This design comes from an exercise in tuning for small area, a short achievable clock period and few clock cycles per item on the open sky130 flow, not from production work. At most, simulation tests tie the RTL to the original design; equivalence was not proved. No functional check of the RTL was part of run 1. Power is estimated from default activity; no workload was simulated.

==> flow/design.v (outline; a module is shown in full before it is edited, if it fits) <==
// module tc_fa: 10 lines
// module tc_aoi21: 8 lines
// module tc_oai21: 8 lines
// module tc_mux2: 8 lines
// module tc_rdy: 7 lines
// module tc_mux2i: 8 lines
// module tc_xor2: 7 lines
// module tc_nor2: 7 lines
// module tc_dot_product: 2931 lines
module tc_dot_product #(
    parameter int shape_k    = SHAPE_K_DEF,
    parameter int in_width   = IN_WIDTH_DEF,
    parameter int depth_warp = DEPTH_WARP_DEF,
    parameter int fifo_depth = FIFO_DEPTH_DEF
) (
    input  logic                          clk,
    input  logic                          reset_i,
    input  logic [shape_k*in_width-1:0]   a_i,
    input  logic [shape_k*in_width-1:0]   b_i,
    input  logic [C_WIDTH-1:0]            c_i,
    input  tc_pkg::tc_op_e                        op_i,
    input  logic [IDXW_WIDTH-1:0]         ctrl_reg_idxw_i,
    input  logic [depth_warp-1:0]         ctrl_warpid_i,
    input  logic                          in_valid_i,
    input  logic                          out_ready_i,
    output logic                          in_ready_o,
    output logic                          out_valid_o,
    output logic [C_WIDTH-1:0]            result_o,
    output logic                          ovf_o,
    output logic [IDXW_WIDTH-1:0]         ctrl_reg_idxw_o,
    output logic [depth_warp-1:0]         ctrl_warpid_o
);
  // ...
==> flow/flow/run.sh <==
#!/bin/bash
# Layout flow: the standard flow unchanged, except that the port buffers
# are sky130_fd_sc_hd__buf_2 instead of the default delay-style buffer.
export BUFFER_PORTS_ARGS="-buffer_cell sky130_fd_sc_hd__buf_2"
bash standard.sh > standard.log 2>&1
==> flow/standard.sh <==
#!/bin/bash
# synth_recipe.tcl (not shown) runs the flow's synth.tcl, then flattens the netlist and writes it again
# the make line also repeats each setting of config.mk as NAME=value (left out here)
make -C /OpenROAD-flow-scripts/flow DESIGN_CONFIG=/design/flow/config.mk WORK_HOME=/design/flow/orfs CLKGATE_MAP_FILE= SYNTH_SCRIPT=/design/flow/synth_recipe.tcl "${@:-finish}"
==> flow/config.mk <==
export PLATFORM = sky130hd
export DESIGN_NAME = tc_dot_product
export DESIGN_NICKNAME = tc_dot_product
export VERILOG_FILES = /design/flow/design.v
export SDC_FILE = /design/flow/constraint.sdc
export NUM_CORES = 4
export LEC_CHECK = 0
export CAP_MARGIN = 20
export CORE_MARGIN = 2
export CORE_UTILIZATION = 40
export SETUP_SLACK_MARGIN = 2.75
export SLEW_MARGIN = 20
export SYNTH_HIERARCHICAL = 1
export SYNTH_MINIMUM_KEEP_SIZE = 0
export TNS_END_PERCENT = 10
==> flow/constraint.sdc <==
create_clock -name core_clock -period 5.5 [get_ports {clk}]
set_input_delay 1.1000 -clock core_clock [delete_from_list [all_inputs] [get_ports {clk}]]
set_output_delay 1.1000 -clock core_clock [all_outputs]
set_load 0.01 [all_outputs]
==> flow_metrics.tcl, run 1 <==
set metrics [dict create \
    status "complete, no violations" \
    clk_latency_ns 0.57 \
    largestRegisters "t1_q x179, t2_q x67, idxw_q x24" \
    dr.pass1.iters 5 \
    crit_chain "buf_12 -> xor2_1 -> fa_2 -> fa_1 -> fa_1 -> fa_1" \
    dp_hpwl_um 58800 \
    routabilityCongestion 0.957 \
    fmax_mhz 340 \
    hold_depth 0 \
    cp-end-kind "flip-flop" \
    dieArea_um2 60500 \
    nClkBuffers 43 \
    cp_top_family "adder cells" \
    via_count 14000 \
    grt_pass1_vias 15200 \
    cpPeakStageDelay_ns 0.59 \
    wl_met1_um 29000 \
    ys.flop_type "edfxtp_1" \
    cts_tree "done" \
    ctsHoldBuffers 0 \
    synthMuxAreaShare_pct 0.257 \
    clkCellAreaFrac_pct 4.29 \
    syn_area_per_cell_um2 13.4 \
    cts.root.buffer_cell "clkbuf_16" \
    cts_buffer_depth 3 \
    clock_skew_ns 0.0319 \
    pg_comb_mw 12.3 \
    largest_reg_flops 179 \
    grt_pass1_wl_um 103000 \
    setup_tns_ns 0 \
    regArea_um2 9070 \
    netlist_top_cells_area "fa_1, edfxtp_1, nand2_1" \
    antenna_found_initial 1 \
    wl_met3_um 5170 \
    met2_wirelength_um 35300 \
    pre_cts_ws_ns 2.08 \
    seq_cell_count 303 \
    cts_max_level 2 \
    rows 88 \
]
==> inputs of run 2 (changes only) <==
--- a/flow/design.v
+++ b/flow/design.v
@@ -113,18 +113,20 @@
             vld_q <= '0;
         end else if (adv) begin
             vld_q <= {vld_q[S-2:0], in_valid_i};
         end
     end
     logic [IDXW_WIDTH-1:0] idxw_q [S];
     logic [depth_warp-1:0] warp_q [S];
     logic [S-1:0]          sgn_q;
+    logic sgnb_q;    
     always_ff @(posedge clk) begin
         if (adv) begin
+            sgnb_q    <= sgn & in_valid_i;
             idxw_q[0] <= ctrl_reg_idxw_i;
             warp_q[0] <= ctrl_warpid_i;
             sgn_q[0]  <= sgn;
             for (int i = 1; i < S; i++) begin
                 idxw_q[i] <= idxw_q[i-1];
                 warp_q[i] <= warp_q[i-1];
                 sgn_q[i]  <= sgn_q[i-1];
             end
@@ -2562,57 +2564,57 @@
     tc_fa u_fa345 (.a(c1051), .b(s1054), .ci(c1053), .s(s1204), .co(c1205));
     tc_fa u_fa346 (.a(s840), .b(s842), .ci(c1055), .s(s1206), .co(c1207));
     tc_fa u_fa347 (.a(c1057), .b(s1060), .ci(c1059), .s(s1208), .co(c1209));
     tc_fa u_fa348 (.a(s850), .b(s852), .ci(c1061), .s(s1210), .co(c1211));
     tc_fa u_fa349 (.a(c1063), .b(s1066), .ci(c1065), .s(s1212), .co(c1213));
     tc_fa u_fa350 (.a(c851), .b(c853), .ci(c1067), .s(s1214), .co(c1215));
     tc_fa u_fa351 (.a(c1069), .b(c1071), .ci(s1072), .s(s1216), .co(c1217));
     assign sx1218 = t1_q[67] ^ sgn_q[0];
-    assign sx1219 = t1_q[68] ^ sgn_q[0];
+    assign sx1219 = t1_q[68] ^ sgnb_q;
     assign sx1220 = t1_q[85] ^ sgn_q[0];
-    assign sx1221 = t1_q[86] ^ sgn_q[0];
+    assign sx1221 = t1_q[86] ^ sgnb_q;
     assign sx1222 = t1_q[87] ^ sgn_q[0];
-    assign sx1223 = t1_q[101] ^ sgn_q[0];
+    assign sx1223 = t1_q[101] ^ sgnb_q;
     assign sx1224 = t1_q[102] ^ sgn_q[0];
-    assign sx1225 = t1_q[103] ^ sgn_q[0];
+    assign sx1225 = t1_q[103] ^ sgnb_q;
     assign sx1226 = t1_q[104] ^ sgn_q[0];
-    assign sx1227 = t1_q[105] ^ sgn_q[0];
+    assign sx1227 = t1_q[105] ^ sgnb_q;
     assign sx1228 = t1_q[106] ^ sgn_q[0];
-    assign sx1229 = t1_q[119] ^ sgn_q[0];
+    assign sx1229 = t1_q[119] ^ sgnb_q;
     assign sx1230 = t1_q[120] ^ sgn_q[0];
-    assign sx1231 = t1_q[121] ^ sgn_q[0];
+    assign sx1231 = t1_q[121] ^ sgnb_q;
     assign sx1232 = t1_q[122] ^ sgn_q[0];
-    assign sx1233 = t1_q[123] ^ sgn_q[0];
+    assign sx1233 = t1_q[123] ^ sgnb_q;
     assign sx1234 = t1_q[124] ^ sgn_q[0];
-    assign sx1235 = t1_q[134] ^ sgn_q[0];
+    assign sx1235 = t1_q[134] ^ sgnb_q;
     assign sx1236 = t1_q[135] ^ sgn_q[0];
-    assign sx1237 = t1_q[136] ^ sgn_q[0];
+    assign sx1237 = t1_q[136] ^ sgnb_q;
     assign sx1238 = t1_q[137] ^ sgn_q[0];
-    assign sx1239 = t1_q[138] ^ sgn_q[0];
+    assign sx1239 = t1_q[138] ^ sgnb_q;
     assign sx1240 = t1_q[139] ^ sgn_q[0];
-    assign sx1241 = t1_q[147] ^ sgn_q[0];
+    assign sx1241 = t1_q[147] ^ sgnb_q;
     assign sx1242 = t1_q[148] ^ sgn_q[0];
-    assign sx1243 = t1_q[149] ^ sgn_q[0];
+    assign sx1243 = t1_q[149] ^ sgnb_q;
     assign sx1244 = t1_q[150] ^ sgn_q[0];
-    assign sx1245 = t1_q[151] ^ sgn_q[0];
+    assign sx1245 = t1_q[151] ^ sgnb_q;
     assign sx1246 = t1_q[152] ^ sgn_q[0];
-    assign sx1247 = t1_q[158] ^ sgn_q[0];
+    assign sx1247 = t1_q[158] ^ sgnb_q;
     assign sx1248 = t1_q[159] ^ sgn_q[0];
-    assign sx1249 = t1_q[160] ^ sgn_q[0];
+    assign sx1249 = t1_q[160] ^ sgnb_q;
     assign sx1250 = t1_q[161] ^ sgn_q[0];
-    assign sx1251 = t1_q[162] ^ sgn_q[0];
+    assign sx1251 = t1_q[162] ^ sgnb_q;
     assign sx1252 = t1_q[163] ^ sgn_q[0];
-    assign sx1253 = t1_q[167] ^ sgn_q[0];
+    assign sx1253 = t1_q[167] ^ sgnb_q;
     assign sx1254 = t1_q[168] ^ sgn_q[0];
-    assign sx1255 = t1_q[169] ^ sgn_q[0];
+    assign sx1255 = t1_q[169] ^ sgnb_q;
     assign sx1256 = t1_q[170] ^ sgn_q[0];
-    assign sx1257 = t1_q[173] ^ sgn_q[0];
+    assign sx1257 = t1_q[173] ^ sgnb_q;
     assign sx1258 = t1_q[174] ^ sgn_q[0];
-    assign sx1259 = t1_q[175] ^ sgn_q[0];
+    assign sx1259 = t1_q[175] ^ sgnb_q;
     tc_fa u_fa352 (.a(t1_q[36]), .b(t1_q[37]), .ci(t1_q[38]), .s(s1260), .co(c1261));
     tc_fa u_fa353 (.a(t1_q[51]), .b(t1_q[52]), .ci(t1_q[53]), .s(s1262), .co(c1263));
     tc_fa u_fa354 (.a(t1_q[54]), .b(t1_q[55]), .ci(t1_q[56]), .s(s1264), .co(c1265));
     tc_fa u_fa355 (.a(t1_q[57]), .b(t1_q[58]), .ci(t1_q[59]), .s(s1266), .co(c1267));
     tc_fa u_fa356 (.a(t1_q[69]), .b(t1_q[70]), .ci(t1_q[71]), .s(s1268), .co(c1269));
     tc_fa u_fa357 (.a(t1_q[72]), .b(t1_q[73]), .ci(t1_q[74]), .s(s1270), .co(c1271));
     tc_fa u_fa358 (.a(t1_q[75]), .b(t1_q[76]), .ci(t1_q[77]), .s(s1272), .co(c1273));
     tc_fa u_fa359 (.a(t1_q[78]), .b(t1_q[79]), .ci(t1_q[80]), .s(s1274), .co(c1275));
==> flow/config.mk (replaced) <==
export PLATFORM = sky130hd
export DESIGN_NAME = tc_dot_product
export DESIGN_NICKNAME = tc_dot_product
export VERILOG_FILES = /design/flow/design.v
export SDC_FILE = /design/flow/constraint.sdc
export NUM_CORES = 4
export LEC_CHECK = 0
export CAP_MARGIN = 20
export CORE_MARGIN = 2
export CORE_UTILIZATION = 40
export SETUP_SLACK_MARGIN = 2.7
export SLEW_MARGIN = 20
export SYNTH_HIERARCHICAL = 1
export SYNTH_MINIMUM_KEEP_SIZE = 0
export TNS_END_PERCENT = 10
==> run 2 against run 1 <==
  * Maximum frequency rose by 0.71%
  * Combinational power fell by 4%
  * Largest cell class unchanged
  * Core utilization rose by 0.19 points
  * Count of clock-buffer cells in the layout fell by 1
  * Synthesized cell count rose by 0.17%
  * Clock power rose by 6%
  * Cell count rose by 0.22%
  * Critical endpoint is now t1_q[112]
  * Still clean on timing, DRC and antenna
  * Largest power group unchanged
  * First-iteration DRC count rose by 26%
  * Die area rose by 0.16%
  * Design area rose by 0.41%
==> flow_metrics.tcl, run 2 <==
set metrics [dict create \
    period_minus_slack_ns 2.92 \
    setup_tns_ns 0 \
    cp_slowest_cell "fa_1" \
    hp-start "idxw_q[1][0]" \
    start_kind "input port" \
    synth_area_leader_cell "fa_1" \
    cp-end-kind "flip-flop" \
    comb_power_share_pct 62.1 \
    cts.root.buffer_cell "clkbuf_16" \
    synth_top_cell_area_share_pct 42.3 \
    maxCapViolCount 0 \
    worstRegToRegCells 4 \
    drt_iter0_markers 1342 \
    cts_buffer_depth 3 \
    yosys.area_share.simple_pct 9.38 \
    clk_pin_slew_ns 0.06 \
    cts_tree "done" \
    p_seq_share_pct 24.8 \
    worstPathRequired_ns 5.78 \
    cpPeakStageDelay_ns 0.63 \
    dieArea_um2 60600 \
    ys_warn_count 9 \
    via_count 14400 \
    final_common_cell "nand2_1" \
    syn_inst 1753 \
    finalMaxSlewViolations 0 \
    routabilityCongestion 1.02 \
    tightest_slew_ns 0.802 \
    synthMuxAreaShare_pct 0.256 \
    yosysUniqueCellTypes 27 \
    multi_input_area_um2 13800 \
    fmax_mhz 342 \
    dieHeight_um 246 \
    whs_endpoint "idxw_q[2][0]" \
    boundaryPins 190 \
    regToRegEndpoint "t2_q[43]" \
    critPathMostFrequentCell "fa_1" \
    r2r_start "t1_q[107]" \
    p_sw_mw 8.12 \
    timing.final.crit_share_pct 53.1 \
    rsz0062_at_grt "true" \
    p_int_mw 10.9 \
    path_max_fanout 8 \
    io_buffers 189 \
    crit_chain "buf_2 -> nand2_1 -> fa_1 -> fa_1 -> fa_1" \
    grt_start_max_net_pins 101 \
    die_width_um 246 \
    largestRegisters "t1_q x179, t2_q x67, idxw_q x24" \
    synth-compound-area-share_pct 2.10 \
    synth-seq-cells 304 \
    cts_made_buffers 38 \
    cp_top_family "adder cells" \
    route.detailed.drc 0 \
    area_delta_synth_final_pct 13.8 \
    rows 88 \
    drive_above_1_share_pct 18.2 \
    synth_fa_ha_area_share_pct 42.9 \
    ctsHoldBuffers 0 \
    power_leakage_nw 9.61 \
    grt_pass1_vias 15900 \
    start_util_pct 40.6 \
    hold_class "flip-flop to flip-flop" \
    core-area_um2 57800 \
    wl_per_cell_um 27.7 \
    p_sw_share_pct 42.7 \
    layout_common_cells "nand2_1, fa_1, edfxtp_1, buf_2, inv_1" \
    fin_nets 2547 \
    clock_skew_ns 0.0249 \
    synthXorXnorAreaFrac_pct 3.29 \
    cp.depth 5 \
    status "complete, no violations" \
    yosysMostFrequentCell "nand2_1" \
    relSlewSlack_pct 46.5 \
    totalWireLength_um 74000 \
    whs_ns 0.411 \
    antenna_found_initial 3 \
    ys.flop_type "edfxtp_1" \
    clkPwrFrac_pct 13.1 \
    r2r_setup_slack_ns 2.60 \
    gr-total-overflow 0 \
    netlist_area_um2 23400 \
    cts_max_level 2 \
    regMostFlops "t1_q" \
    arrival_ns 3.20 \
    clk_latency_ns 0.56 \
    ir_drop_mv 0.557 \
    syn_area_per_cell_um2 13.4 \
    regArea_um2 9100 \
    synth_top_family_by_area "adder cells" \
    vias_per_cell 5.37 \
    dr.pass1.iters 6 \
    ys_top_cells_by_count "nand2_1, fa_1, edfxtp_1" \
    netlist_top_cells_area "fa_1, edfxtp_1, nand2_1" \
    yosysSeqAreaShare_pct 38.8 \
    drtAntennaViolNets 0 \
    final_hold_viol_count 0 \
    setup_viol 0 \
    async_flop_share_pct 0 \
    dp_hpwl_um 60400 \
    synth_edf_count 301 \
    powerDensity_nw_per_um2 712 \
    cts.sinks 304 \
    hold_depth 0 \
    largest_reg_flops 179 \
    grt_pass1_wl_um 107000 \
    nFillCells 5161 \
    crit_type "input port to flip-flop" \
    grt_usage_pct 25.1 \
    critPathBufInv 1 \
]
==> run 2: worst max-delay path by stage <==
stage                     start        end  slack, ns
finish                  a_i[20]  t1_q[112]       2.58
global route           t2_q[32]     ovfn_q       2.56
CTS                      sgnb_q   t2_q[43]       2.58
detailed placement      b_i[12]  t1_q[112]       2.04
global placement        a_i[13]  t1_q[112]       1.99
floorplan           out_ready_i   vld_q[0]       1.76
==> run 2: power by group through the flow <==
stage / clock [mW] / combinational, mW / sequential (mW)
after floorplan: 0 / 6.99 / 4.60
after global placement: 0 / 9.91 / 4.75
after detailed placement: 0 / 10.1 / 4.77
after CTS: 2.56 / 11.3 / 4.72
after global routing: 2.64 / 13.1 / 4.79
final: 2.50 / 11.8 / 4.71
==> run 2: per-module statistics from Yosys (local to each module, per instance) <==
module	cells inside	cell area, um^2	flip-flops and latches
tc_aoi21	1	8.76	0
tc_dot_product	1168	12900	304
tc_fa	1	20.0	0
tc_mux2i	1	10.0	0
tc_nor2	1	3.75	0
tc_oai21	1	5.00	0
tc_rdy	1	6.26	0
tc_xor2	1	8.76	0
==> run 2: final cells by class <==
type / count / share of cell area [%]
antenna: 1 / 0.00938
clock buffer: 42 / 3.62
clock inverter: 27 / 0.994
inverter: 63 / 0.886
multi-input combinational: 1251 / 51.9
sequential: 304 / 34.1
tap: 765 / 3.59
timing repair buffer: 222 / 4.91
==> run 2: per-layer routing <==
layer  track usage (%)  up-vias  routed length (um)
li1                  -     5753                   -
met3              5.40      230                6150
met4              11.2        4                3650
met5                 0        -                  25
met1              32.9     7585               29000
met2              40.3      805               35200
==> run 2: cells by family (layout without fill, tap and decap cells) <==
| group | count (synthesis) | in the layout |
|---|---|---|
| compound gates | 68 | 68 |
| xor+xnor | 88 | 88 |
| fa+ha+maj | 507 | 507 |
| buf+inv | 200 | 354 |
| flops | 304 | 304 |
| mux | 6 | 6 |
| other cells | 1 | 4 |
| simple gates | 579 | 579 |
==> run 2: what timing repair did <==
action / in CTS / in global routing
resized for setup: 31 / 18
cloned: 1 / 0
pin swaps: 21 / 12
setup buffers: 23 / 4
setup endpoints to repair: 57 / 47
hold endpoints to repair: 0 / 0
==> run 2: stage by stage <==
stage                     total power [mW]  setup slack, ns  instances  area, um^2  util (%)
after global routing                  20.5             2.56       2675       26700      46.2
final                                 19.0             2.58       2675       26700      46.2
after CTS                             18.6             2.58       2670       26600      46.0
after detailed placement              14.9             2.04       2577       24900      43.1
after global placement                14.7             1.99       2577       24900      43.1
after floorplan                       11.6             1.76       1755       23500         -
Testbench counts of run 2, summed over its fixed seeds: cycles 3,224, items 3,200.
==> inputs of run 3 (changes only) <==
--- a/flow/config.mk
+++ b/flow/config.mk
@@ -8,7 +8,9 @@
 export CAP_MARGIN = 20
 export CORE_MARGIN = 2
 export CORE_UTILIZATION = 40
-export SETUP_SLACK_MARGIN = 2.7
+export CTS_CLUSTER_DIAMETER = 100
+export CTS_CLUSTER_SIZE = 30
+export SETUP_SLACK_MARGIN = 2.6
 export SLEW_MARGIN = 20
 export SYNTH_HIERARCHICAL = 1
 export SYNTH_MINIMUM_KEEP_SIZE = 0
==> run 3 against run 2 <==
  * Cell count fell by 1.8%
  * Wire length is 1.5% lower
  * Critical path depth unchanged
  * Core utilization decreased by 1.3 points
  * Setup slack gained 0.012 ns
  * Still clean on timing, DRC and antenna
==> flow_metrics.tcl, run 3 <==
set metrics [dict create \
    worstRegToRegCells 4 \
    setup_tns_ns 0 \
    netlist_area_um2 23400 \
    clk_pin_slew_ns 0.10 \
    routabilityCongestion 1.02 \
    crit_chain "buf_2 -> nand2_1 -> fa_1 -> fa_1 -> fa_1" \
    synth_area_leader_cell "fa_1" \
    final_util_pct 44.9 \
    ir_drop_mv 0.449 \
    finalMaxSlewViolations 0 \
    clk_latency_ns 0.56 \
    worstPathRequired_ns 5.78 \
    syn_area_per_cell_um2 13.4 \
    synth_top_cell_area_share_pct 42.3 \
    p_sw_mw 7.75 \
    synth-seq-cells 304 \
    maxCapViolCount 0 \
    grt_usage_pct 24.7 \
    cts.sinks 304 \
    drtAntennaViolNets 0 \
    dp_hpwl_um 60400 \
    dr.pass1.iters 6 \
    cts_made_buffers 17 \
    nFillCells 5201 \
    period_minus_slack_ns 2.91 \
    grt_pass1_wl_um 105000 \
    ys_top_cells_by_count "nand2_1, fa_1, edfxtp_1" \
    grtUsageMet3_pct 4.90 \
    comb_power_share_pct 64.2 \
    via_count 14100 \
    dieArea_um2 60600 \
    cp_top_family "adder cells" \
    syn_inst 1753 \
    clkPwrFrac_pct 8.8 \
    fmax_mhz 344 \
    yosysSeqAreaShare_pct 38.8 \
    ys_warn_count 9 \
    cts_buffer_depth 3 \
    netlist_top_cells_area "fa_1, edfxtp_1, nand2_1" \
    drive_above_1_share_pct 16.2 \
    totalWireLength_um 72900 \
    cts.root.buffer_cell "clkbuf_16" \
    largestRegisters "t1_q x179, t2_q x67, idxw_q x24" \
    gr-total-overflow 0 \
    final_common_cell "nand2_1" \
    relSlewSlack_pct 46.2 \
    async_flop_share_pct 0 \
    rsz0062_at_grt "true" \
    grt_pass1_vias 15600 \
    core-area_um2 57800 \
    hold_depth 0 \
    grt_start_max_net_pins 101 \
    start_util_pct 40.6 \
    hold_class "flip-flop to flip-flop" \
    clock_skew_ns 0.0366 \
    ys.flop_type "edfxtp_1" \
    area_delta_synth_final_pct 10.7 \
    io_buffers 189 \
    regMostFlops "t1_q" \
    p_seq_share_pct 27.0 \
    critPathMostFrequentCell "fa_1" \
    cp-end-kind "flip-flop" \
    route.detailed.drc 0 \
    vias_per_cell 5.39 \
    crit_type "input port to flip-flop" \
    p_int_mw 9.66 \
    use_met2_pct 40.1 \
    grt-busiest-layer "met2" \
    cp_slowest_cell "fa_1" \
    path_max_fanout 8 \
    largest_reg_flops 179 \
    power_leakage_nw 9.26 \
    setup_viol 0 \
    arrival_ns 3.19 \
    cts_tree "done" \
    boundaryPins 190 \
    p_sw_share_pct 44.5 \
    start_kind "input port" \
    ctsHoldBuffers 0 \
    cpPeakStageDelay_ns 0.61 \
    cp.depth 5 \
    die_width_um 246 \
    powerDensity_nw_per_um2 671 \
    status "complete, no violations" \
    antenna_found_initial 3 \
    whs_ns 0.428 \
    fin_nets 2519 \
    final_hold_viol_count 0 \
    yosysMostFrequentCell "nand2_1" \
    critPathBufInv 1 \
    layout_common_cells "nand2_1, fa_1, edfxtp_1, buf_2, inv_1" \
    rows 88 \
    drt_iter0_markers 1372 \
    yosysUniqueCellTypes 27 \
    cts_max_level 1 \
    synth_edf_count 301 \
    timing.final.crit_share_pct 52.9 \
    met1_usage_pct 32.5 \
    tightest_slew_ns 0.806 \
    dieHeight_um 246 \
    wl_per_cell_um 27.8 \
]
## run 3: kinds of logic after synthesis
group | after synthesis | synth area share (%)
flops | 304 | 38.8
mux | 6 | 0.256
other cells | 1 | 0.0160
simple gates | 579 | 9.38
xor+xnor | 88 | 3.29
fa+ha+maj | 507 | 42.9
buf+inv | 200 | 3.23
compound gates | 68 | 2.10
## run 3: layer usage
layer  routed length [um]  vias up
li1                     -     5673
met1                28800     7490
met2                34900      783
met3                 5990      197
met4                 3280        6
met5                   37        -
## run 3: cell type report
| cell class | instances | area (um^2) | share of cell area (%) |
|---|---|---|---|
| inverter | 63 | 236 | 0.911 |
| antenna | 1 | 2.50 | 0.00964 |
| clock inverter | 11 | 170 | 0.656 |
| clock buffer | 17 | 425 | 1.64 |
| multi-input combinational | 1251 | 13800 | 53.2 |
| tap | 765 | 957 | 3.69 |
| timing repair buffer | 215 | 1250 | 4.83 |
| sequential | 304 | 9100 | 35.1 |
## run 3: stage by stage
step	setup WS (ns)	instance area [um^2]	cells	power, mW
2_1_floorplan	1.76	23500	1755	11.6
3_3_place_gp	1.99	24900	2577	14.7
3_5_place_dp	2.04	24900	2577	14.9
4_1_cts	2.50	25800	2615	17.0
5_1_grt	2.53	25900	2626	18.9
6_report	2.59	25900	2627	17.4
## run 3: repair_timing
action / 4_1_cts / 5_1_grt
gates resized for setup: 21 / 17
endpoints found under the setup margin: 42 / 13
buffers inserted: 9 / 11
cloned: 1 / 0
pin swaps: 3 / 8
## run 3: power groups by stage
stage          clock network (mW)  registers, mW  logic (mW)
2_1_floorplan                   0           4.60        6.99
3_3_place_gp                    0           4.75        9.91
3_5_place_dp                    0           4.77        10.1
4_1_cts                      1.59           4.70        10.7
5_1_grt                      1.65           4.78        12.5
6_report                     1.54           4.69        11.2
## run 3: path summary, 6_finish.rpt
kind / startpoint / endpoint / slack [ns]
hold / removal: idxw_q[1][6] / idxw_q[2][6] / 0.43
setup / recovery: a_i[13] / t1_q[112] / 2.59
hold reg to reg: idxw_q[1][6] / idxw_q[2][6] / 0.43
setup reg to reg: t1_q[107] / t2_q[43] / 2.61
## run 3: modules after synthesis (local to each module, per instance)
module | cells | times used | flops+latches
tc_dot_product | 1168 | 1 | 304
tc_rdy | 1 | 1 | 0
tc_oai21 | 1 | 21 | 0
tc_aoi21 | 1 | 27 | 0
tc_nor2 | 1 | 19 | 0
tc_fa | 1 | 495 | 0
tc_xor2 | 1 | 20 | 0
tc_mux2i | 1 | 2 | 0
==> inputs of run 4 (changes only) <==
--- a/flow/config.mk
+++ b/flow/config.mk
@@ -8,7 +8,7 @@
 export CAP_MARGIN = 20
 export CORE_MARGIN = 2
 export CORE_UTILIZATION = 40
-export CTS_CLUSTER_DIAMETER = 100
+export CTS_CLUSTER_DIAMETER = 60
 export CTS_CLUSTER_SIZE = 30
 export SETUP_SLACK_MARGIN = 2.6
 export SLEW_MARGIN = 20
==> run 4 against run 3 <==
  * Critical path depth up 3
  * Design area up 2.6%
  * Hold slack worse by 0.0087 ns
  * Cell count up 1.3%
  * Core utilization up 1.2 points
  * Via count up 1.5%
  * Sequential cell count unchanged
  * Critical path type is now flip-flop to flip-flop
  * Maximum frequency up 0.17%
  * Combinational power about the same
  * Clock power up about 70%
  * Area after synthesis unchanged
  * Sequential power about the same
==> flow_metrics.tcl, run 4 <==
set metrics [dict create \
    area_delta_synth_final_pct 13.6 \
    critPathBufInv 3 \
    whs_endpoint "idxw_q[2][2]" \
    io_buffers 189 \
    hp-start "idxw_q[1][2]" \
    grt_usage_pct 25.1 \
    drive_above_1_share_pct 17.6 \
    yosysSeqAreaShare_pct 38.8 \
    core-area_um2 57800 \
    antenna_cells 0 \
    vias_per_cell 5.39 \
    crit_start "sgnb_q" \
    cts_made_buffers 36 \
    cts_tree "done" \
    dp_hpwl_um 60400 \
    relSlewSlack_pct 45.6 \
    syn_area_per_cell_um2 13.4 \
    clk_latency_ns 0.57 \
    boundaryPins 190 \
    worstRegToRegCells 8 \
    hold_depth 0 \
    timing.final.crit_share_pct 52.8 \
    powerDensity_nw_per_um2 690 \
    r2r_start "sgnb_q" \
    dr.pass1.iters 6 \
    status "complete, no violations" \
    cpPeakStageDelay_ns 0.56 \
    rows 88 \
    hold_class "flip-flop to flip-flop" \
    critPathMostFrequentCell "fa_1" \
    regToRegEndpoint "t2_q[39]" \
    route.detailed.drc 0 \
    start_util_pct 40.6 \
    maxCapViolCount 0 \
    routabilityCongestion 1.02 \
    rsz0062_at_grt "true" \
    wl_per_cell_um 27.7 \
    crit_type "flip-flop to flip-flop" \
    drt_iter0_markers 1268 \
    setup_viol 0 \
    via_count 14400 \
    tightest_slew_ns 0.817 \
    cts.sinks 304 \
    yosysUniqueCellTypes 27 \
    grt_start_max_net_pins 101 \
    cts_buffer_depth 3 \
    setup_tns_ns 0 \
    ctsHoldBuffers 0 \
    cp_slowest_cell "fa_1" \
    final_common_cell "nand2_1" \
    synth_area_leader_cell "fa_1" \
    cts.root.buffer_cell "clkbuf_16" \
    ys_warn_count 9 \
    cts_max_level 2 \
    totalWireLength_um 73600 \
    dieArea_um2 60600 \
    syn_inst 1753 \
    async_flop_share_pct 0 \
    fin_nets 2535 \
    start_kind "flip-flop" \
    path_max_fanout 7 \
    dieHeight_um 246 \
    yosysMostFrequentCell "nand2_1" \
    whs_ns 0.419 \
    antenna_found_initial 3 \
    largestRegisters "t1_q x179, t2_q x67, idxw_q x24" \
    drtAntennaViolNets 0 \
    ys_top_cells_by_count "nand2_1, fa_1, edfxtp_1" \
    clock_skew_ns 0.0224 \
    gr-total-overflow 0 \
    period_minus_slack_ns 2.91 \
    fmax_mhz 344 \
    final_hold_viol_count 0 \
    largest_reg_flops 179 \
    ys.flop_type "edfxtp_1" \
    synth_top_cell_area_share_pct 42.3 \
    regMostFlops "t1_q" \
    worstPathRequired_ns 5.80 \
    power_leakage_nw 9.59 \
    r2r_setup_slack_ns 2.59 \
    crit_chain "buf_12 -> buf_6 -> xnor2_2 -> ha_1 -> inv_2 -> fa_2 -> fa_1 -> fa_1" \
    netlist_area_um2 23400 \
    finalMaxSlewViolations 0 \
    die_width_um 246 \
    cp-end-kind "flip-flop" \
    cp_top_family "adder cells" \
    grt_pass1_wl_um 107000 \
    synth_edf_count 301 \
    ir_drop_mv 0.480 \
    synth-seq-cells 304 \
    layout_common_cells "nand2_1, fa_1, edfxtp_1, buf_2, inv_1" \
    arrival_ns 3.21 \
    grt_pass1_vias 15900 \
    clk_pin_slew_ns 0.08 \
    netlist_top_cells_area "fa_1, edfxtp_1, nand2_1" \
]
==> run 4: kinds of logic after synthesis <==
kind of cell               synth area share, %
and+or+nand+nor                           9.38
adders and majority gates                 42.9
DFF                                       38.8
buffers and inverters                     3.23
xor gates and xnor gates                  3.29
AOI/OAI and AO/OA                         2.10
muxes                                    0.256
other                                   0.0160
==> run 4: per-layer routing <==
layer / wire length (um) / track usage (%) / share of wire [%]
met1: 28300 / 32.7 / 38
met2: 34900 / 40.2 / 47
met3: 6630 / 5.16 / 9.0
met4: 3770 / 12.2 / 5.1
met5: 37 / 0 / 0.050
==> run 4: timing repair <==
action / in CTS / in global routing
pin swaps: 4 / 13
gates resized for setup: 23 / 14
setup buffers: 11 / 6
gates cloned: 1 / 0
setup endpoints to repair: 42 / 14
==> run 4: worst max-delay path by stage <==
stage	endpoint	cells after the start
6_report	t2_q[39]	8
5_1_grt	t2_q[39]	8
4_1_cts	t2_q[43]	6
3_5_place_dp	t1_q[112]	5
3_3_place_gp	t1_q[112]	5
2_1_floorplan	vld_q[0]	3
==> run 4: area by class of cell <==
type	count	area, um^2
Sequential cell	304	9100
Timing Repair Buffer	212	1230
Tap cell	765	957
Fill cell	5144	31200
Multi-Input combinational cell	1251	13800
Clock inverter	28	383
Clock buffer	38	930
Inverter	63	236
==> run 4: per-stage QoR <==
stage / setup WS [ns] / instance area, um^2 / std cells / util [%] / power, mW
2_1_floorplan: 1.76 / 23500 / 1755 / - / 11.6
3_3_place_gp: 1.99 / 24900 / 2577 / 43.1 / 14.7
3_5_place_dp: 2.04 / 24900 / 2577 / 43.1 / 14.9
4_1_cts: 2.56 / 26500 / 2655 / 45.9 / 18.1
5_1_grt: 2.52 / 26600 / 2661 / 46.1 / 19.9
6_report: 2.59 / 26600 / 2661 / 46.1 / 18.4
==> run 4: worst reg2reg max path: cells and delay by family, from the launching register on <==
| kind | cells | cell delay (ns) |
|---|---|---|
| xor gates and xnor gates | 1 | 0.12 |
| adders and majority gates | 4 | 1.72 |
| buffers and inverters | 3 | 0.36 |
| DFF | 1 | 0.44 |
==> run 4: where the power goes <==
group	switching [mW]	internal (mW)
Sequential	0.447	4.26
Clock	1.16	1.46
Combinational	6.40	4.66
==> run 4: per-module statistics from Yosys, one instance, submodules excluded <==
module / times used / cells
tc_mux2i: 2 / 1
tc_xor2: 20 / 1
tc_dot_product: 1 / 1168
tc_oai21: 21 / 1
tc_fa: 495 / 1
tc_rdy: 1 / 1
tc_aoi21: 27 / 1
tc_nor2: 19 / 1
==> inputs of run 5 (changes only) <==
--- a/flow/config.mk
+++ b/flow/config.mk
@@ -8,8 +8,6 @@
 export CAP_MARGIN = 20
 export CORE_MARGIN = 2
 export CORE_UTILIZATION = 40
-export CTS_CLUSTER_DIAMETER = 60
-export CTS_CLUSTER_SIZE = 30
 export SETUP_SLACK_MARGIN = 2.6
 export SLEW_MARGIN = 20
 export SYNTH_HIERARCHICAL = 1
==> run 5 against run 4 <==
  * Still clean
  * Non-clock buffer count increased by 2
  * Register-to-register slack barely moved
  * First-iteration DRC count shrank 0.16%
  * Clock skew rose by 0.0039 ns
  * Sequential share of layout area increased by 0.088 points
==> flow_metrics.tcl, run 5 <==
set metrics [dict create \
    drtAntennaViolNets 0 \
    setup_tns_ns 0 \
    cts_buffer_depth 3 \
    via_count 14300 \
    die_width_um 246 \
    status "complete, no violations" \
    timing.final.crit_share_pct 53.0 \
    largestRegisters "t1_q x179, t2_q x67, idxw_q x24" \
    dp_hpwl_um 60400 \
    dieArea_um2 60600 \
    dieHeight_um 246 \
    routabilityCongestion 1.02 \
    cts_max_level 2 \
    cp_top_family "adder cells" \
    period_minus_slack_ns 2.92 \
    cts.root.buffer_cell "clkbuf_16" \
    core-area_um2 57800 \
    final_util_pct 46.0 \
    route.detailed.drc 0 \
    totalWireLength_um 73500 \
    start_util_pct 40.6 \
    drive_above_1_share_pct 17.5 \
    async_flop_share_pct 0 \
    powerDensity_nw_per_um2 699 \
    crit_chain "buf_2 -> nand2_1 -> fa_1 -> fa_1 -> fa_1" \
    whs_ns 0.411 \
    cts_tree "done" \
    ys_warn_count 9 \
    path_max_fanout 8 \
    crit_type "input port to flip-flop" \
    final_common_cell "nand2_1" \
    grt_start_max_net_pins 101 \
    syn_inst 1753 \
    clock_skew_ns 0.0262 \
    cpPeakStageDelay_ns 0.61 \
    ys.flop_type "edfxtp_1" \
    relSlewSlack_pct 46.4 \
    start_kind "input port" \
    synth_edf_count 301 \
    cts.sinks 304 \
    drt_iter0_markers 1266 \
    boundaryPins 190 \
    vias_per_cell 5.36 \
    fin_nets 2539 \
    synth_top_cell_area_share_pct 42.3 \
    grt_usage_pct 25.0 \
    cp_slowest_cell "fa_1" \
    tightest_slew_ns 0.804 \
    yosysMostFrequentCell "nand2_1" \
    setup_viol 0 \
    wl_met3_um 6420 \
    power_leakage_nw 9.56 \
    synth_area_leader_cell "fa_1" \
    dr.pass1.iters 5 \
    area_delta_synth_final_pct 13.3 \
    yosysUniqueCellTypes 27 \
    io_buffers 189 \
    netlist_top_cells_area "fa_1, edfxtp_1, nand2_1" \
    maxCapViolCount 0 \
    netlist_area_um2 23400 \
    rows 88 \
    cp-end-kind "flip-flop" \
    final_hold_viol_count 0 \
    yosysSeqAreaShare_pct 38.8 \
    largest_reg_flops 179 \
    fmax_mhz 343 \
    rsz0062_at_grt "true" \
    clk_pin_slew_ns 0.06 \
    layout_common_cells "nand2_1, fa_1, edfxtp_1, buf_2, inv_1" \
    worstPathRequired_ns 5.78 \
    cts_made_buffers 38 \
    wl_per_cell_um 27.5 \
    met2_wirelength_um 34900 \
    grt_pass1_vias 15800 \
    grt_pass1_wl_um 106000 \
    syn_area_per_cell_um2 13.4 \
    highest_layer "met5" \
    synth-seq-cells 304 \
    ys_top_cells_by_count "nand2_1, fa_1, edfxtp_1" \
    ir_drop_mv 0.494 \
    critPathBufInv 1 \
    hold_class "flip-flop to flip-flop" \
    wl_met1_um 28600 \
    critPathMostFrequentCell "fa_1" \
    gr-total-overflow 0 \
    clk_latency_ns 0.56 \
    ctsHoldBuffers 0 \
    arrival_ns 3.19 \
    antenna_found_initial 3 \
    finalMaxSlewViolations 0 \
    regMostFlops "t1_q" \
]
## run 5: cell counts after synthesis
Identical to the previous run, type by type.
## run 5: kinds of logic after synthesis
family          Yosys count  synth area share (%)
other cells               1                0.0160
simple gates            579                  9.38
compound gates           68                  2.10
buf+inv                 200                  3.23
mux                       6                 0.256
xor+xnor                 88                  3.29
fa+ha+maj               507                  42.9
flops                   304                  38.8
## run 5: where the power goes
group	leakage (nW)	internal (mW)	total [mW]	switching, mW
Sequential	3.07	4.26	4.71	0.444
Combinational	5.89	4.89	11.4	6.48
Clock	0.602	1.47	2.49	1.03
Total	9.56	10.6	18.6	7.95
## run 5: area by class of cell
type                            instances  area [um^2]
Antenna cell                            1         2.50
Clock buffer                           42          966
Clock inverter                         27          265
Fill cell                            5166        31200
Inverter                               63          236
Multi-Input combinational cell       1251        13800
Sequential cell                       304         9100
Tap cell                              765          957
Timing Repair Buffer                  214         1220
## run 5: stage by stage
stage	area [um^2]	cells	power, mW	setup slack (ns)
after floorplan	23500	1755	11.6	1.76
after global placement	24900	2577	14.7	1.99
after detailed placement	24900	2577	14.9	2.04
after CTS	26400	2655	18.0	2.52
after global routing	26600	2667	20.1	2.54
final	26600	2667	18.6	2.58
## run 5: worst paths after layout
kind	start	end	slack (ns)	cells past startpoint
max	a_i[13]	t1_q[112]	2.58	5
min	idxw_q[1][0]	idxw_q[2][0]	0.41	0
min reg2reg	idxw_q[1][0]	idxw_q[2][0]	0.41	0
max reg2reg	t1_q[107]	t2_q[43]	2.59	4
## run 5: timing repair
action,4_1_cts,5_1_grt
resized for setup,20,22
buffers inserted,9,11
endpoints found under the setup margin,42,14
pin swaps,6,14
## run 5: worst reg2reg max path, delay by kind of cell, from the launching register on
kind / cells / cell delay (ns)
adder cells (fa/ha/maj): 4 / 2.19
flip-flops: 1 / 0.44
## run 5: modules after synthesis, one instance, submodules excluded
module / flip-flops and latches / copies in the design / cell area [um^2] / cells
tc_nor2: 0 / 19 / 3.75 / 1
tc_aoi21: 0 / 27 / 8.76 / 1
tc_fa: 0 / 495 / 20.0 / 1
tc_dot_product: 304 / 1 / 12900 / 1168
tc_rdy: 0 / 1 / 6.26 / 1
tc_oai21: 0 / 21 / 5.00 / 1
tc_mux2i: 0 / 2 / 10.0 / 1
tc_xor2: 0 / 20 / 8.76 / 1
## run 5: metal layers
layer	up-vias	global-route usage, %
met4	4	10.8
met5	-	0
met2	794	40.2
met1	7550	32.6
li1	5738	-
met3	215	5.68
==> inputs of run 6 (changes only) <==
--- a/flow/config.mk
+++ b/flow/config.mk
@@ -7,7 +7,9 @@
 export LEC_CHECK = 0
 export CAP_MARGIN = 20
 export CORE_MARGIN = 2
-export CORE_UTILIZATION = 40
+export CORE_UTILIZATION = 50
+export CTS_CLUSTER_DIAMETER = 80
+export CTS_CLUSTER_SIZE = 22
 export SETUP_SLACK_MARGIN = 2.6
 export SLEW_MARGIN = 20
 export SYNTH_HIERARCHICAL = 1
==> run 6 against run 5 <==
  * Still clean on timing, DRC and antenna
  * Power fell by 6.9%
  * Register-to-register slack got worse by 0.09 ns
  * Design area fell by 2.8%
  * Largest cell class unchanged
  * Largest power group unchanged
==> flow_metrics.tcl, run 6 <==
set metrics [dict create \
    crit_chain "buf_6 -> xor2_2 -> fa_2 -> fa_1 -> fa_1 -> fa_1" \
    synth_area_leader_cell "fa_1" \
    cts.sinks 304 \
    async_flop_share_pct 0 \
    area_delta_synth_final_pct 10.1 \
    wl_per_cell_um 28.6 \
    via_count 13800 \
    vias_per_cell 5.59 \
    boundaryPins 190 \
    arrival_ns 3.29 \
    powerDensity_nw_per_um2 670 \
    critPathMostFrequentCell "fa_1" \
    yosysMostFrequentCell "nand2_1" \
    cts_tree "done" \
    whs_ns 0.423 \
    relSlewSlack_pct 38.1 \
    final_util_pct 55.6 \
    ctsHoldBuffers 0 \
    synth_top_cell_area_share_pct 42.3 \
    tightest_slew_ns 0.928 \
    largest_reg_flops 179 \
    setup_tns_ns 0 \
    drtAntennaViolNets 0 \
    path_max_fanout 5 \
    core-area_um2 46500 \
    cpPeakStageDelay_ns 0.56 \
    ys_warn_count 9 \
    clk_pin_slew_ns 0.08 \
    grt_pass1_vias 15000 \
    ys_top_cells_by_count "nand2_1, fa_1, edfxtp_1" \
    grt_usage_pct 30.2 \
    maxCapViolCount 0 \
    syn_area_per_cell_um2 13.4 \
    drt_iter0_markers 1092 \
    fmax_mhz 334 \
    rows 79 \
    dieArea_um2 48600 \
    rsz0062_at_grt "true" \
    power_leakage_nw 9.30 \
    timing.final.crit_share_pct 54.5 \
    clk_latency_ns 0.56 \
    route.detailed.drc 0 \
    ys.flop_type "edfxtp_1" \
    dp_hpwl_um 59600 \
    ir_drop_mv 0.863 \
    cts.root.buffer_cell "clkbuf_16" \
    fin_nets 2517 \
    drive_above_1_share_pct 15.9 \
    hold_class "flip-flop to flip-flop" \
    grt_pass1_wl_um 102000 \
    critPathBufInv 1 \
    worstPathRequired_ns 5.80 \
    dieHeight_um 221 \
    cp-end-kind "flip-flop" \
    yosysSeqAreaShare_pct 38.8 \
    layout_common_cells "nand2_1, fa_1, edfxtp_1, buf_2, inv_1" \
    dr.pass1.iters 5 \
    crit_type "flip-flop to flip-flop" \
    cts_max_level 1 \
    finalMaxSlewViolations 0 \
    status "complete, no violations" \
    netlist_top_cells_area "fa_1, edfxtp_1, nand2_1" \
    largestRegisters "t1_q x179, t2_q x67, idxw_q x24" \
    antenna_cells 0 \
    final_hold_viol_count 0 \
    cp_top_family "adder cells" \
    syn_inst 1753 \
    netlist_area_um2 23400 \
    setup_viol 0 \
    start_util_pct 50.5 \
    synth-seq-cells 304 \
    totalWireLength_um 70800 \
    nFillCells 3908 \
    cp_slowest_cell "fa_1" \
    grt_start_max_net_pins 112 \
    routabilityCongestion 1.00 \
    die_width_um 221 \
    final_common_cell "nand2_1" \
    antenna_found_initial 5 \
    cts_made_buffers 24 \
    gr-total-overflow 0 \
    cts_buffer_depth 3 \
    period_minus_slack_ns 3.00 \
    synth_edf_count 301 \
    regMostFlops "t1_q" \
    io_buffers 189 \
    start_kind "flip-flop" \
    yosysUniqueCellTypes 27 \
    clock_skew_ns 0.0160 \
]
[run 6: cell counts after synthesis]
Identical to the previous run, type by type.
[run 6: layout make-up]
type	instances	area, um^2	share of cell area (%)
multi-input combinational	1251	13800	53.3
timing repair buffer	206	1110	4.32
clock buffer	25	626	2.42
sequential	304	9100	35.3
tap	607	759	2.94
clock inverter	16	219	0.848
inverter	63	236	0.916
[run 6: worst paths after layout]
| check | endpoint | depth (start not counted) | start | slack [ns] |
|---|---|---|---|---|
| worst min-delay path | idxw_q[2][1] | 0 | idxw_q[1][1] | 0.42 |
| worst min register to register | idxw_q[2][1] | 0 | idxw_q[1][1] | 0.42 |
| worst max register to register | t2_q[43] | 6 | sgnb_q | 2.50 |
| worst max-delay path | t2_q[43] | 6 | sgnb_q | 2.50 |
[run 6: where the power goes]
| group | switching [mW] | total, mW | leakage [nW] | internal [mW] |
|---|---|---|---|---|
| sequential | 0.471 | 4.73 | 3.07 | 4.25 |
| combinational | 6.26 | 10.7 | 5.82 | 4.42 |
| clock | 0.945 | 1.88 | 0.413 | 0.935 |
| total | 7.68 | 17.3 | 9.30 | 9.61 |
[run 6: kinds of logic (layout without fill, tap and decap cells)]
group                    after synthesis  after routing  synth area share, %
adder cells (fa/ha/maj)              507            507                 42.9
AND/OR/NAND/NOR                      579            579                 9.38
XOR/XNOR                              88             88                 3.29
AO/OA/AOI/OAI                         68             68                 2.10
flip-flops                           304            304                 38.8
multiplexers                           6              6                0.256
buffers and inverters                200            310                 3.23
other                                  1              3               0.0160
[run 6: worst register-to-register path, cell delays in order, from the launching register on]
cell      delay [ns]
edfxtp_1        0.50
buf_6           0.19
xor2_2          0.16
fa_2            0.41
fa_1            0.49
fa_1            0.56
fa_1            0.42
[run 6: Yosys stat by module, one instance, submodules excluded]
module / cell area [um^2] / flops+latches
tc_oai21: 5.00 / 0
tc_nor2: 3.75 / 0
tc_xor2: 8.76 / 0
tc_fa: 20.0 / 0
tc_rdy: 6.26 / 0
tc_aoi21: 8.76 / 0
tc_mux2i: 10.0 / 0
tc_dot_product: 12900 / 304
[run 6: repair_timing]
| item | in CTS | in global routing |
|---|---|---|
| resized for setup | 9 | 16 |
| endpoints found under the setup margin | 43 | 18 |
| pin swaps | 0 | 10 |
| setup buffers | 7 | 4 |
[run 6: metal layers]
metal | share of wire [%] | GRT usage, % | vias up
met5 | 0.033 | 0 | -
met4 | 1.9 | 5.33 | 4
met2 | 47 | 47.7 | 610
li1 | - | - | 5669
met3 | 9.0 | 7.18 | 95
met1 | 42 | 43.7 | 7437
[run 6: through the flow]
step / power [mW] / setup slack [ns] / area, um^2 / instances
6_report: 17.3 / 2.50 / 25800 / 2472
5_1_grt: 18.8 / 2.45 / 25800 / 2472
4_1_cts: 16.9 / 2.44 / 25700 / 2468
3_5_place_dp: 14.8 / 2.06 / 24700 / 2420
3_3_place_gp: 14.6 / 2.06 / 24700 / 2420
2_1_floorplan: 11.6 / 1.76 / 23500 / 1755
==> inputs of run 7 (changes only) <==
--- a/flow/config.mk
+++ b/flow/config.mk
@@ -7,7 +7,7 @@
 export LEC_CHECK = 0
 export CAP_MARGIN = 20
 export CORE_MARGIN = 2
-export CORE_UTILIZATION = 50
+export CORE_UTILIZATION = 40
 export CTS_CLUSTER_DIAMETER = 80
 export CTS_CLUSTER_SIZE = 22
 export SETUP_SLACK_MARGIN = 2.6
==> run 7 against run 6 <==
  * Hold slack is essentially flat
  * Critical path depth shrank 1
  * Synthesized cell count is the same
  * Die area grew 25%
  * Clock power grew 15%
  * Global-route usage shrank 5.4 points
  * Design area grew 2.0%
  * Sequential cell count is the same
  * Register-to-register slack gained 0.10 ns
  * Critical path type is now input port to flip-flop
  * Largest power group unchanged
==> flow_metrics.tcl, run 7 <==
set metrics [dict create \
    tightest_slew_ns 0.805 \
    cts_made_buffers 26 \
    clk_pin_slew_ns 0.08 \
    synth_top_cell_area_share_pct 42.3 \
    netlist_top_cells_area "fa_1, edfxtp_1, nand2_1" \
    cp_top_family "adder cells" \
    syn_area_per_cell_um2 13.4 \
    cts.root.buffer_cell "clkbuf_16" \
    maxCapViolCount 0 \
    gr-total-overflow 0 \
    rsz0062_at_grt "true" \
    fmax_mhz 346 \
    wl_per_cell_um 27.9 \
    totalWireLength_um 73600 \
    syn_inst 1753 \
    dp_hpwl_um 60400 \
    area_delta_synth_final_pct 12.3 \
    vias_per_cell 5.39 \
    powerDensity_nw_per_um2 690 \
    boundaryPins 190 \
    power_leakage_nw 9.42 \
    yosysMostFrequentCell "nand2_1" \
    cts_tree "done" \
    regMostFlops "t1_q" \
    grt_usage_pct 24.8 \
    cts.sinks 304 \
    ys_warn_count 9 \
    via_count 14200 \
    timing.final.crit_share_pct 52.6 \
    largest_reg_flops 179 \
    fin_ws_ns 2.61 \
    worstPathRequired_ns 5.80 \
    highest_layer "met5" \
    core-area_um2 57800 \
    crit_type "input port to flip-flop" \
    hold_class "flip-flop to flip-flop" \
    relSlewSlack_pct 46.3 \
    whs_ns 0.423 \
    start_kind "input port" \
    clk_latency_ns 0.59 \
    finalMaxSlewViolations 0 \
    period_minus_slack_ns 2.89 \
    final_util_pct 45.5 \
    fin_total_pwr_mw 18.2 \
    drtAntennaViolNets 0 \
    dr.pass1.iters 6 \
    setup_viol 0 \
    ys_top_cells_by_count "nand2_1, fa_1, edfxtp_1" \
    cpPeakStageDelay_ns 0.61 \
    synth_area_leader_cell "fa_1" \
    cp-end-kind "flip-flop" \
    rows 88 \
    async_flop_share_pct 0 \
    synth-seq-cells 304 \
    clock_skew_ns 0.0391 \
    fin_nets 2523 \
    dieArea_um2 60600 \
    yosysSeqAreaShare_pct 38.8 \
    cts_max_level 1 \
    ir_drop_mv 0.492 \
    start_util_pct 40.6 \
    netlist_area_um2 23400 \
    final_hold_viol_count 0 \
    crit_chain "buf_2 -> nand2_1 -> fa_1 -> fa_1 -> fa_1" \
    path_max_fanout 8 \
    critPathMostFrequentCell "fa_1" \
    wl_met1_um 29400 \
    antenna_found_initial 2 \
    status "complete, no violations" \
    wl_met3_um 5750 \
    grt_pass1_vias 15700 \
    grt_pass1_wl_um 106000 \
    yosysUniqueCellTypes 27 \
    io_buffers 189 \
    route.detailed.drc 0 \
    setup_tns_ns 0 \
    drive_above_1_share_pct 17.1 \
    pre_cts_ws_ns 2.04 \
    grt_start_max_net_pins 101 \
    layout_common_cells "nand2_1, fa_1, edfxtp_1, buf_2, inv_1" \
    dieHeight_um 246 \
    critPathBufInv 1 \
    drt_iter0_markers 1368 \
    largestRegisters "t1_q x179, t2_q x67, idxw_q x24" \
    synth_edf_count 301 \
    die_width_um 246 \
    met2_wirelength_um 35300 \
    cts_buffer_depth 3 \
    routabilityCongestion 1.02 \
    ys.flop_type "edfxtp_1" \
    arrival_ns 3.20 \
    final_common_cell "nand2_1" \
    nFillCells 5165 \
    cp_slowest_cell "fa_1" \
]
run 7: worst paths after layout:
path	start	endpoint	slack, ns	cells past startpoint
min	warp_q[0][1]	warp_q[1][1]	0.42	0
max	a_i[13]	t1_q[112]	2.61	5
min reg2reg	warp_q[0][1]	warp_q[1][1]	0.42	0
max reg2reg	sgnb_q	t2_q[43]	2.61	6
run 7: area by class of cell:
class	count	area, um^2	share of cell area (%)
Sequential cell	304	9100	34.6
Clock inverter	19	302	1.15
Antenna cell	1	2.50	0.00950
Timing Repair Buffer	210	1210	4.59
Clock buffer	28	679	2.58
Multi-Input combinational cell	1251	13800	52.6
Inverter	63	236	0.898
Tap cell	765	957	3.64
run 7: routing by layer:
layer / up-vias / GRT usage, %
met5: - / 0
met4: 2 / 10.1
met3: 189 / 4.59
met2: 791 / 40.4
met1: 7575 / 32.9
li1: 5691 / -
run 7: through the flow:
stage          std cells  cell area, um^2
2_1_floorplan       1755            23500
3_3_place_gp        2577            24900
3_5_place_dp        2577            24900
4_1_cts             2629            26000
5_1_grt             2640            26300
6_report            2641            26300
run 7: modules after synthesis, one instance, submodules excluded:
| module | cells | flops+latches | cell area (um^2) | times used |
|---|---|---|---|---|
| tc_mux2i | 1 | 0 | 10.0 | 2 |
| tc_oai21 | 1 | 0 | 5.00 | 21 |
| tc_dot_product | 1168 | 304 | 12900 | 1 |
| tc_rdy | 1 | 0 | 6.26 | 1 |
| tc_aoi21 | 1 | 0 | 8.76 | 27 |
| tc_fa | 1 | 0 | 20.0 | 495 |
| tc_nor2 | 1 | 0 | 3.75 | 19 |
| tc_xor2 | 1 | 0 | 8.76 | 20 |
run 7: kinds of logic after synthesis:
kind of cell | synth area share (%)
XOR/XNOR | 3.29
flip-flops | 38.8
AO/OA/AOI/OAI | 2.10
multiplexers | 0.256
adder cells (fa/ha/maj) | 42.9
AND/OR/NAND/NOR | 9.38
buffers and inverters | 3.23
other | 0.0160
run 7: worst register-to-register path, cell delays in order (launching register included):
cell and delay (ns):
edfxtp_1 0.45, buf_12 0.19, xor2_1 0.20, fa_2 0.41, fa_1 0.46, fa_1 0.53, fa_1 0.41
run 7: timing repair:
| item | in CTS | in global routing |
|---|---|---|
| resized for setup | 9 | 38 |
| setup buffers | 5 | 10 |
| hold buffers | 0 | 0 |
| setup endpoints to repair | 42 | 16 |
| gates cloned | 0 | 1 |
| pin swaps | 0 | 12 |
run 7: power breakdown:
| part | switching [mW] | total, mW | internal, mW |
|---|---|---|---|
| Combinational | 6.53 | 11.3 | 4.77 |
| Sequential | 0.448 | 4.70 | 4.25 |
| Clock | 1.05 | 2.16 | 1.11 |
| Total | 8.02 | 18.2 | 10.1 |
==> inputs of run 8 (changes only) <==
--- a/flow/config.mk
+++ b/flow/config.mk
@@ -9,9 +9,9 @@
 export CORE_MARGIN = 2
 export CORE_UTILIZATION = 40
 export CTS_CLUSTER_DIAMETER = 80
-export CTS_CLUSTER_SIZE = 22
+export CTS_CLUSTER_SIZE = 26
 export SETUP_SLACK_MARGIN = 2.6
 export SLEW_MARGIN = 20
 export SYNTH_HIERARCHICAL = 1
 export SYNTH_MINIMUM_KEEP_SIZE = 0
-export TNS_END_PERCENT = 10
+export TNS_END_PERCENT = 5
==> run 8 against run 7 <==
  * Critical path depth increased by 1
  * Via count up 0.11%
  * Count of clock-buffer cells in the layout decreased by 2
  * Wire length about the same
  * Largest cell class unchanged
  * Sequential share of layout area up 0.064 points
  * Clock power down 6%
  * Non-clock buffer count grew 2
  * Critical endpoint is now t2_q[43]
  * First-iteration DRC count grew 4.5%
  * Hold slack gained 0.0014 ns
  * Maximum frequency fell by 0.15%
  * Sequential cell count stayed put
  * Clock skew about the same
==> flow_metrics.tcl, run 8 <==
set metrics [dict create \
    period_minus_slack_ns 2.90 \
    hold_class "flip-flop to flip-flop" \
    via_count 14300 \
    start_kind "flip-flop" \
    setup_tns_ns 0 \
    regMostFlops "t1_q" \
    layout_common_cells "nand2_1, fa_1, edfxtp_1, buf_2, inv_1" \
    maxCapViolCount 0 \
    ys.flop_type "edfxtp_1" \
    critPathMostFrequentCell "fa_1" \
    route.detailed.drc 0 \
    antenna_found_initial 2 \
    yosysSeqAreaShare_pct 38.8 \
    cts_max_level 1 \
    power_leakage_nw 9.40 \
    cp-end-kind "flip-flop" \
    cts_tree "done" \
    cts.sinks 304 \
    drt_iter0_markers 1430 \
    start_util_pct 40.6 \
    path_max_fanout 11 \
    cts_buffer_depth 3 \
    rows 88 \
    cts_made_buffers 25 \
    dieArea_um2 60600 \
    pre_cts_ws_ns 2.04 \
    dp_hpwl_um 60400 \
    core-area_um2 57800 \
    clk_latency_ns 0.60 \
    grt_pass1_vias 15700 \
    timing.final.crit_share_pct 52.7 \
    grt_start_max_net_pins 101 \
    netlist_area_um2 23400 \
    boundaryPins 190 \
    drive_above_1_share_pct 17.2 \
    cp_top_family "adder cells" \
    crit_type "flip-flop to flip-flop" \
    ctsHoldBuffers 0 \
    dr.pass1.iters 6 \
    finalMaxSlewViolations 0 \
    yosysUniqueCellTypes 27 \
    fin_nets 2524 \
    synth_top_cell_area_share_pct 42.3 \
    synth-seq-cells 304 \
    antenna_cells 0 \
    ir_drop_mv 0.495 \
    worstPathRequired_ns 5.84 \
    cpPeakStageDelay_ns 0.53 \
    netlist_top_cells_area "fa_1, edfxtp_1, nand2_1" \
    whs_ns 0.425 \
    tightest_slew_ns 0.802 \
    ys_top_cells_by_count "nand2_1, fa_1, edfxtp_1" \
    critPathBufInv 1 \
    gr-total-overflow 0 \
    final_hold_viol_count 0 \
    clk_pin_slew_ns 0.09 \
    yosysMostFrequentCell "nand2_1" \
    die_width_um 246 \
    synth_edf_count 301 \
    clock_skew_ns 0.0390 \
    powerDensity_nw_per_um2 690 \
    cts.root.buffer_cell "clkbuf_16" \
    crit_chain "buf_12 -> xor2_1 -> fa_2 -> fa_1 -> fa_1 -> fa_1" \
    final_common_cell "nand2_1" \
    grt_pass1_wl_um 106000 \
    ys_warn_count 9 \
    area_delta_synth_final_pct 12.1 \
    io_buffers 189 \
    syn_inst 1753 \
    nFillCells 5169 \
    drtAntennaViolNets 0 \
    totalWireLength_um 73600 \
    grt_usage_pct 24.8 \
    largest_reg_flops 179 \
    relSlewSlack_pct 46.5 \
    fin_ws_ns 2.60 \
    setup_viol 0 \
    fmax_mhz 345 \
    routabilityCongestion 1.02 \
    syn_area_per_cell_um2 13.4 \
    cp_slowest_cell "fa_1" \
    dieHeight_um 246 \
    synth_area_leader_cell "fa_1" \
    dp.cells 2577 \
    largestRegisters "t1_q x179, t2_q x67, idxw_q x24" \
    vias_per_cell 5.40 \
    fin_cells 2640 \
    status "complete, no violations" \
    rsz0062_at_grt "true" \
    async_flop_share_pct 0 \
    arrival_ns 3.24 \
    wl_per_cell_um 27.9 \
]
## run 8: cell types whose count changed in the layout (fill, tap and decap cells not counted), sizes merged
cell	delta
clkbuf	-2
diode	-1
buf	+2
inv	-2
bufinv	-2
clkinv	+4
## run 8: layout make-up
type | instances | area, um^2 | share of cell area (%)
flip-flops and latches | 304 | 9100 | 34.6
multi-input cells | 1251 | 13800 | 52.7
well taps | 765 | 957 | 3.64
repair buffers | 212 | 1220 | 4.66
clock inverters | 19 | 288 | 1.10
clock buffers | 26 | 629 | 2.39
inverters | 63 | 236 | 0.900
## run 8: kinds of logic after synthesis
family	count (synthesis)	synth area share, %
flops	304	38.8
compound gates	68	2.10
xor+xnor	88	3.29
simple gates	579	9.38
fa+ha+maj	507	42.9
other cells	1	0.0160
buf+inv	200	3.23
mux	6	0.256
## run 8: power by group
group	total, mW	internal [mW]	switching, mW
sequential	4.70	4.25	0.448
clock	2.03	0.973	1.06
combinational	11.4	4.85	6.56
## run 8: through the flow
| step | area, um^2 | util [%] | power (mW) |
|---|---|---|---|
| 2_1_floorplan | 23500 | - | 11.6 |
| 3_3_place_gp | 24900 | 43.1 | 14.7 |
| 3_5_place_dp | 24900 | 43.1 | 14.9 |
| 4_1_cts | 26000 | 44.9 | 17.1 |
| 5_1_grt | 26300 | 45.5 | 19.6 |
| 6_report | 26300 | 45.5 | 18.1 |
## run 8: repair_timing
action                                  in CTS  in global routing
buffers inserted                             5                 12
resized for setup                            8                 40
endpoints found under the setup margin      42                 16
pin swaps                                    0                 15
gates cloned                                 0                  1
## run 8: Yosys stat by module (local to each module, per instance), excerpt
module	cells inside	area [um^2]	flops+latches	copies in the design
tc_aoi21	1	8.76	0	27
tc_dot_product	1168	12900	304	1
tc_fa	1	20.0	0	495
tc_mux2i	1	10.0	0	2
tc_oai21	1	5.00	0	21
tc_xor2	1	8.76	0	20
## run 8: path summary, 6_finish.rpt
kind                     start      endpoint  slack, ns  cells past startpoint
setup / recovery        sgnb_q      t2_q[43]       2.60                      6
hold / removal    idxw_q[1][6]  idxw_q[2][6]       0.42                      0
setup reg to reg        sgnb_q      t2_q[43]       2.60                      6
hold reg to reg   idxw_q[1][6]  idxw_q[2][6]       0.42                      0
## run 8: metal layers
layer	wire, um	GRT usage [%]
met5	25	0
met4	3290	10.3
met1	28600	32.9
met2	35100	40.3
met3	6540	4.66

[afterwards: timing with drivers on the ports]
The flow's constraints put no driver on any port. The routed layouts listed below were extracted and timed again, unchanged, in two steps. Step 1 (the two cells are an assumption about what drives the block):
set clk [get_ports {clk}]
set_driving_cell -lib_cell sky130_fd_sc_hd__clkbuf_16 $clk
set_driving_cell -lib_cell sky130_fd_sc_hd__buf_2 [delete_from_list [all_inputs] $clk]
Step 2, shift: input delay + t, output delay - t, t = (earliest + latest rising clock arrival at the registers) / 2. This alone moves slack from input paths to output paths. a / b / c = ideal ports / drivers / drivers and shift; a / b = the first two.
| run | t (ns) | setup slack, ns | worst setup path after step 2 | slew at the worst register clock pin (ns) | worst data-port slew with drivers (ns) |
|---|---|---|---|---|---|
| run 1 | 0.609 | 2.557 / 2.557 / 2.059 | input to register | 0.06 / 0.06 | 0.07 |
| run 2 | 0.605 | 2.578 / 2.596 / 2.001 | input to register | 0.06 / 0.06 | 0.08 |
| run 3 | 0.601 | 2.590 / 2.605 / 2.013 | input to register | 0.12 / 0.12 | 0.07 |
| run 4 | 0.620 | 2.595 / 2.595 / 2.004 | input to register | 0.08 / 0.08 | 0.07 |
| run 5 | 0.605 | 2.585 / 2.593 / 2.005 | input to register | 0.06 / 0.06 | 0.07 |
| run 6 | 0.601 | 2.503 / 2.503 / 2.057 | input to register | 0.09 / 0.09 | 0.07 |
| run 7 | 0.639 | 2.606 / 2.610 / 1.997 | input to register | 0.09 / 0.09 | 0.08 |
| run 8 | 0.643 | 2.602 / 2.602 / 1.998 | input to register | 0.10 / 0.10 | 0.08 |
After both steps every run listed still meets setup and hold. The setup slack of run 7, which loses most, moves by +0.004 ns with the drivers and by -0.609 ns with both steps.
